This is an optimization exercise on Yosys and OpenROAD, whose aim is small area, a short achievable clock period and few clock cycles, not a production implementation. In this exercise RTL edits were held to simulation tests only and were not proved equivalent to the original. Power is estimated from default activity; no workload was simulated.

==> flow/design.v (excerpt) <==
module vpu_core (
    input  logic               clk,
    input  logic               rst_n,
    input  logic               en,
    output vpu_pkg::pc_t       pc,
    input  vpu_pkg::instr_t    instr,
    output vpu_pkg::mem_addr_t mem_addr,
    output logic               mem_read,
    output logic               mem_write,
    output vpu_pkg::vec_t      mem_wdata,
    input  vpu_pkg::vec_t      mem_rdata,
    output logic               data_out_vld,
    output vpu_pkg::vec_t      data_out,
    output vpu_pkg::reg_addr_t reg_wb
);
    logic [7:0]         id_sel_a;
    logic [7:0]         id_sel_b;
    logic               id_sel_imm;
    logic               id_use_a;
    logic               id_use_b;
    logic               id_writes;
    logic               id_arith;
    logic               id_sub;
    logic               id_and;
    logic               id_or;
    logic               id_xor;
    logic               id_load;
    logic               id_store;
    logic               id_jump;
    logic               stall;
    logic               advance;
    logic [7:0]         rf_valid;
    logic               id_wr_a;
    logic               id_wr_b;
    logic [7:0]         rd_sel_a;
    logic [7:0]         rd_sel_b;
    logic               rd_sel_imm;
    logic               rd_wr_a;
  ...
Size in the first run: about 3300 cells after synthesis, ~810 flip-flops, roughly 250 I/O pins, roughly 40000 sq um of cells after synthesis.
clock: 5.5 ns
lec_check: 0
cap_margin: 20
core_margin: 2
core_utilization: 60
place_density: 0.75
setup_slack_margin: 2.9
slew_margin: 20
run.sh (not shown) runs the stock make flow with config.mk's settings and CLKGATE_MAP_FILE= SYNTH_SCRIPT=/design/flow/synth_recipe.tcl, a recipe that flattens the netlist after the stock synthesis.
The first run completed without violations.
Testbench counts at the start, summed over its fixed seeds: cycles 18,085.
Rerun with:
==> flow/flow/run.sh (new file) <==
#!/bin/bash
set -euo pipefail
cd "$(dirname "$0")/.."
export BUFFER_PORTS_ARGS="-buffer_cell sky130_fd_sc_hd__buf_1"
bash standard.sh finish > standard_flow.log 2>&1
==> flow/standard.sh (new file) <==
#!/bin/bash
# synth_recipe.tcl (not shown) runs the flow's synth.tcl, then flattens the netlist and writes it again
# the make line also repeats each setting of config.mk as NAME=value (left out here)
make -C /OpenROAD-flow-scripts/flow DESIGN_CONFIG=/design/flow/config.mk WORK_HOME=/design/flow/orfs CLKGATE_MAP_FILE= SYNTH_SCRIPT=/design/flow/synth_recipe.tcl "${@:-finish}"
- CORE_UTILIZATION: 60 -> 40
- CTS_BUF_LIST: not set -> sky130_fd_sc_hd__clkbuf_16
- CTS_CLUSTER_DIAMETER: not set -> 100
- CTS_CLUSTER_SIZE: not set -> 24
- PLACE_DENSITY: 0.75 -> not set
- SETUP_SLACK_MARGIN: 2.9 -> 3.0
removed: flow/run.sh
Outcome: The new run went through all stages and came out clean. Combinational power shrinks by about 4%. Power is lower by 16%. Wire length came out higher by 1.6%. Die area rises by 49%. Sequential share of layout area rose by 2.0 points. Register-to-register slack is about the same. Hold slack is better by 0.031 ns. Final area fell by 4.0%. Core utilization decreases by 27 points. Cell count is higher by 7.3%. Worst setup slack gets worse by 0.0073 ns.

* * *

vpu_core again, from the RTL that the note above started with.
Design vpu_core, start of the top module:
module vpu_core (
    input  logic               clk,
    input  logic               rst_n,
    input  logic               en,
    output vpu_pkg::pc_t       pc,
    input  vpu_pkg::instr_t    instr,
    output vpu_pkg::mem_addr_t mem_addr,
    output logic               mem_read,
    output logic               mem_write,
    output vpu_pkg::vec_t      mem_wdata,
    input  vpu_pkg::vec_t      mem_rdata,
    output logic               data_out_vld,
    output vpu_pkg::vec_t      data_out,
    output vpu_pkg::reg_addr_t reg_wb
);
    logic [7:0]         id_sel_a;
    logic [7:0]         id_sel_b;
    logic               id_sel_imm;
    logic               id_use_a;
    logic               id_use_b;
    logic               id_writes;
    logic               id_arith;
    logic               id_sub;
    logic               id_and;
    logic               id_or;
    logic               id_xor;
    logic               id_load;
    logic               id_store;
    logic               id_jump;
    logic               stall;
    logic               advance;
    logic [7:0]         rf_valid;
    logic               id_wr_a;
    logic               id_wr_b;
    logic [7:0]         rd_sel_a;
  ...
clock: 5.5 ns
lec_check: 0
cap_margin: 20
core_margin: 2
core_utilization: 40
setup_slack_margin: 2.6
slew_margin: 20
Stock flow here: none of the scripts above is used.
The baseline completed with no timing, DRC or antenna violations.
Testbench counts at the start, summed over its fixed seeds: cycles 18,085.
Change:
--- a/flow/config.mk
+++ b/flow/config.mk
@@ -11 +11 @@
-export SETUP_SLACK_MARGIN = 2.6
+export SETUP_SLACK_MARGIN = 2.9
- cell count grows by a few percent
- via count grows by a few percent
- die area does not change
- global-route usage grows by 0.56 points
- cell area grows by a few percent
- count of clock-buffer cells in the layout shrinks by 11
- sequential share of layout area shrinks by 2.0 points
- area after synthesis is unchanged
- wire length grows by a few percent

-- port drivers added, routing unchanged --
The results above use ideal ports. As a check the final layouts listed here were re-extracted and re-timed, cells and wires unchanged.
Step 1 sets driving cells, clkbuf_16 on the clock port and buf_2 on the other inputs (assumed; they add their load-dependent delay and slew).
Step 2 times the ports against the registers' clock, not the clock port: input delays grow and output delays shrink by t, the midpoint of the rising clock arrivals with the driver on.
Three values: ideal, step 1, step 2; two values: the first two.
| run | t (ns) | setup WS [ns] | slew at the worst register clock pin (ns) |
|---|---|---|---|
| the first run of note 1 | 0.710 | 2.733 / 2.617 / 2.001 | 0.07 / 0.07 |
| the second run of note 1 | 0.683 | 2.726 / 2.674 / 2.262 | 0.11 / 0.11 |
| the first run of note 2 | 0.730 | 2.600 / 2.495 / 2.151 | 0.07 / 0.07 |
| the second run of note 2 | 0.730 | 2.715 / 2.714 / 2.156 | 0.07 / 0.07 |
After both steps every run listed still meets setup and hold. For the first run of note 1, which loses most, drivers alone change the setup slack by -0.116 ns; drivers and shift together by -0.732 ns.
